Source: an optimization exercise on an open RTL-to-GDS flow (aim: small area and a short achievable clock period). Production flows keep margins and buffers that such runs may drop.
In this exercise RTL edits were held to simulation tests only and were not proved equivalent to the original.

## build 80
Design pressure_count_linearizer, start of the top module:
module pressure_count_linearizer (
    input  logic                  clk,
    input  logic                  rst_n,
    input  logic                  cfg_we,
    input  logic [pcl_pkg::CFG_IDX_W-1:0]  cfg_index,
    input  logic [pcl_pkg::CFG_DATA_W-1:0] cfg_data,
    input  logic                  start,
    output logic                  busy,
    input  logic [pcl_pkg::COUNT_W-1:0]    factory_count,
    input  logic [pcl_pkg::COUNT_W-1:0]    raw_count,
    output logic                  done,
    output logic [pcl_pkg::OUT_W-1:0]      pressure_utorr,
    output logic [pcl_pkg::RANGE_W-1:0]    display_range
);
Size: roughly 2300 cells after synthesis, about 90 I/O pins, ~23000 µm² of cells after synthesis.
Settings: LEC_CHECK=0, CAP_MARGIN=20, CORE_MARGIN=2, CORE_UTILIZATION=75, SLEW_MARGIN=20; clock period 12.0 ns.
standard.sh (not shown) runs the stock make flow with config.mk's settings and CLKGATE_MAP_FILE= SYNTH_SCRIPT=/design/flow/synth_recipe.tcl, a recipe that flattens the netlist after the stock synthesis.
==> flow/flow/run.sh <==
#!/bin/bash
# Standard layout, with one netlist step between synthesis and floorplan:
# polfix.py picks the polarity of each full adder so that fewer inverters are
# needed (a full adder with all inputs inverted gives both outputs inverted).
# Registers, their names and cell types are those of the standard synthesis.
set -e
cd "$(dirname "$0")/.."
bash standard.sh synth > synth.log 2>&1
R=orfs/results/sky130hd/pressure_count_linearizer/base
cp $R/1_2_yosys.v 1_2_yosys.standard.v
python3 flow/polfix.py 1_2_yosys.standard.v $R/1_2_yosys.v > polfix.log 2>&1
touch $R/1_2_yosys.v
bash standard.sh SETUP_SLACK_MARGIN=8.3 finish > layout.log 2>&1
Other scripts of this flow, unchanged in this note and not shown: flow/flow/polfix.py
The log for build 80 ends in global routing with error GRT-0232, so the run never completed.
Edits applied to the flow inputs when going from build 80 to build 4:
Settings: changing CORE_UTILIZATION from 75 to 66.
==> comparison <==
Build 80 never completed; the flow aborted with a tool error in global routing.
Build 4 went all the way through the flow, and no timing, DRC or antenna check failed.
Re count of input and output buffers: no difference whatsoever between build 80 and build 4.
Number of nets in the synthesized netlist delta (build 4 -> build 80): insignificant
Diff build 80..build 4 | maximum count of clock buffers along a single path | unchanged
Standard-cell row count was lower in build 80 than in build 4.
From build 80 to build 4 the numbers moved as follows: final RePlAce weighted congestion went down; initial core utilization went down; post-placement worst setup slack went up; detailed placement HPWL went down.
The following lists how build 14 was set up differently from build 4:
Settings: CTS_BUF_LIST newly set to sky130_fd_sc_hd__clkbuf_4 sky130_fd_sc_hd__clkbuf_8; CTS_CLUSTER_SIZE newly set to 50; CORE_UTILIZATION changed from 66 to 60.
### Flow results
Number of vias after detailed routing ended up about 3.3% lower on build 14 than on build 4. Build 14 against build 4: wire length after detailed routing fell by 3900 µm; sequential cell area share barely changed. Diff build 4 -> build 14: first-pass detailed-route iteration total about even, maximum frequency rose 5.0%, level count of the clock H-tree rose 1, count of inverters other than clock inverters in the layout about even. Build 14 ends up with a biggest cell delay along the critical path that is 60 ps higher than in build 4.
Relative to build 14, the following input files were edited for build 32:
Settings: clearing CTS_BUF_LIST, which used to be sky130_fd_sc_hd__clkbuf_4 sky130_fd_sc_hd__clkbuf_8; clearing CTS_CLUSTER_SIZE, which used to be 50.
diff --git a/flow/flow/run.sh b/flow/flow/run.sh
--- a/flow/flow/run.sh
+++ b/flow/flow/run.sh
@@ -11,3 +11,3 @@
 python3 flow/polfix.py 1_2_yosys.standard.v $R/1_2_yosys.v > polfix.log 2>&1
 touch $R/1_2_yosys.v
-bash standard.sh SETUP_SLACK_MARGIN=8.3 finish > layout.log 2>&1
+bash standard.sh SETUP_SLACK_MARGIN=8.5 finish > layout.log 2>&1
Results
Cmp build 32 vs build 14: tightest hold margin higher in build 32. On net total in the final layout, build 14 and build 32 are basically level. Compared to build 14, build 32 has remaining max-slew budget at the tightest pin 2.0 points lower. Route | build 32 vs build 14 | wire longer in build 32. Area: build 32 vs build 14 -> build 32 larger.
For build 90, these inputs were changed with respect to build 32:
Settings: changing CORE_UTILIZATION from 60 to 40.
diff --git a/flow/flow/run.sh b/flow/flow/run.sh
--- a/flow/flow/run.sh
+++ b/flow/flow/run.sh
@@ -11,3 +11,3 @@
 python3 flow/polfix.py 1_2_yosys.standard.v $R/1_2_yosys.v > polfix.log 2>&1
 touch $R/1_2_yosys.v
-bash standard.sh SETUP_SLACK_MARGIN=8.5 finish > layout.log 2>&1
+bash standard.sh SETUP_SLACK_MARGIN=8.3 finish > layout.log 2>&1
Results
In the reports for build 90 and build 32, the smaller via count of the first global-routing pass belongs to build 90.
Summary of the comparison: required time of the worst setup path is lower in build 90, relative to build 32.
Comparing routed wire length per instance for build 90 and build 32, the smaller number came from build 90.
Number of gates given a new drive strength after cts ended up about 70% lower on build 90 than on build 32.
The final layout from build 32, which completed every stage, passed the timing, DRC and antenna checks at the end of the flow.
Build 90 completed every stage of the flow, and the final layout passed the timing, DRC and antenna checks.
Delta (build 90 minus build 32): number of nets in the layout comparable, global-route usage now smaller, utilization fell by 22 points.
Input changes introduced in build 63 (baseline for comparison: build 90):
Settings: CORE_UTILIZATION changed from 40 to 60.
- Looking only at multi-input gate share of the layout cell area, and setting everything else aside, the higher value of build 90 and build 63 goes to build 63.
- Going from build 90 to build 63, utilization saw an increase; effective utilization at floorplan went up.

static timing again, ports no longer ideal:
How much do the figures lean on ideal ports? The routed layouts below were timed once more, with nothing changed but the port constraints.
Step 1: set_driving_cell puts a clkbuf_16 on clk and a buf_2 on each other input, an assumption about the parent block.
Step 2 moves the port delays by t, midway between the first and last clock arrival at a register: inputs arrive t later, outputs are due t later. That takes back most of the time a late clock gives input paths.
Slacks: no drivers / after step 1 / after step 2; pairs: no drivers / after step 1.
run | t (ns) | slack for setup (ns) | clock arrival spread, ns
build 4 | 0.639 | 8.080 / 8.080 / 7.693 | 0.043 / 0.043
build 14 | 0.693 | 8.267 / 8.267 / 7.658 | 0.056 / 0.057
build 32 | 0.645 | 8.209 / 8.209 / 7.914 | 0.036 / 0.036
build 90 | 0.621 | 8.288 / 8.288 / 7.741 | 0.026 / 0.026
build 63 | 0.603 | 8.320 / 8.320 / 7.765 | 0.033 / 0.034
After both steps every run listed still meets setup and hold. For build 14, which loses most, drivers alone change the setup slack by 0.000 ns; drivers and shift together by -0.609 ns.
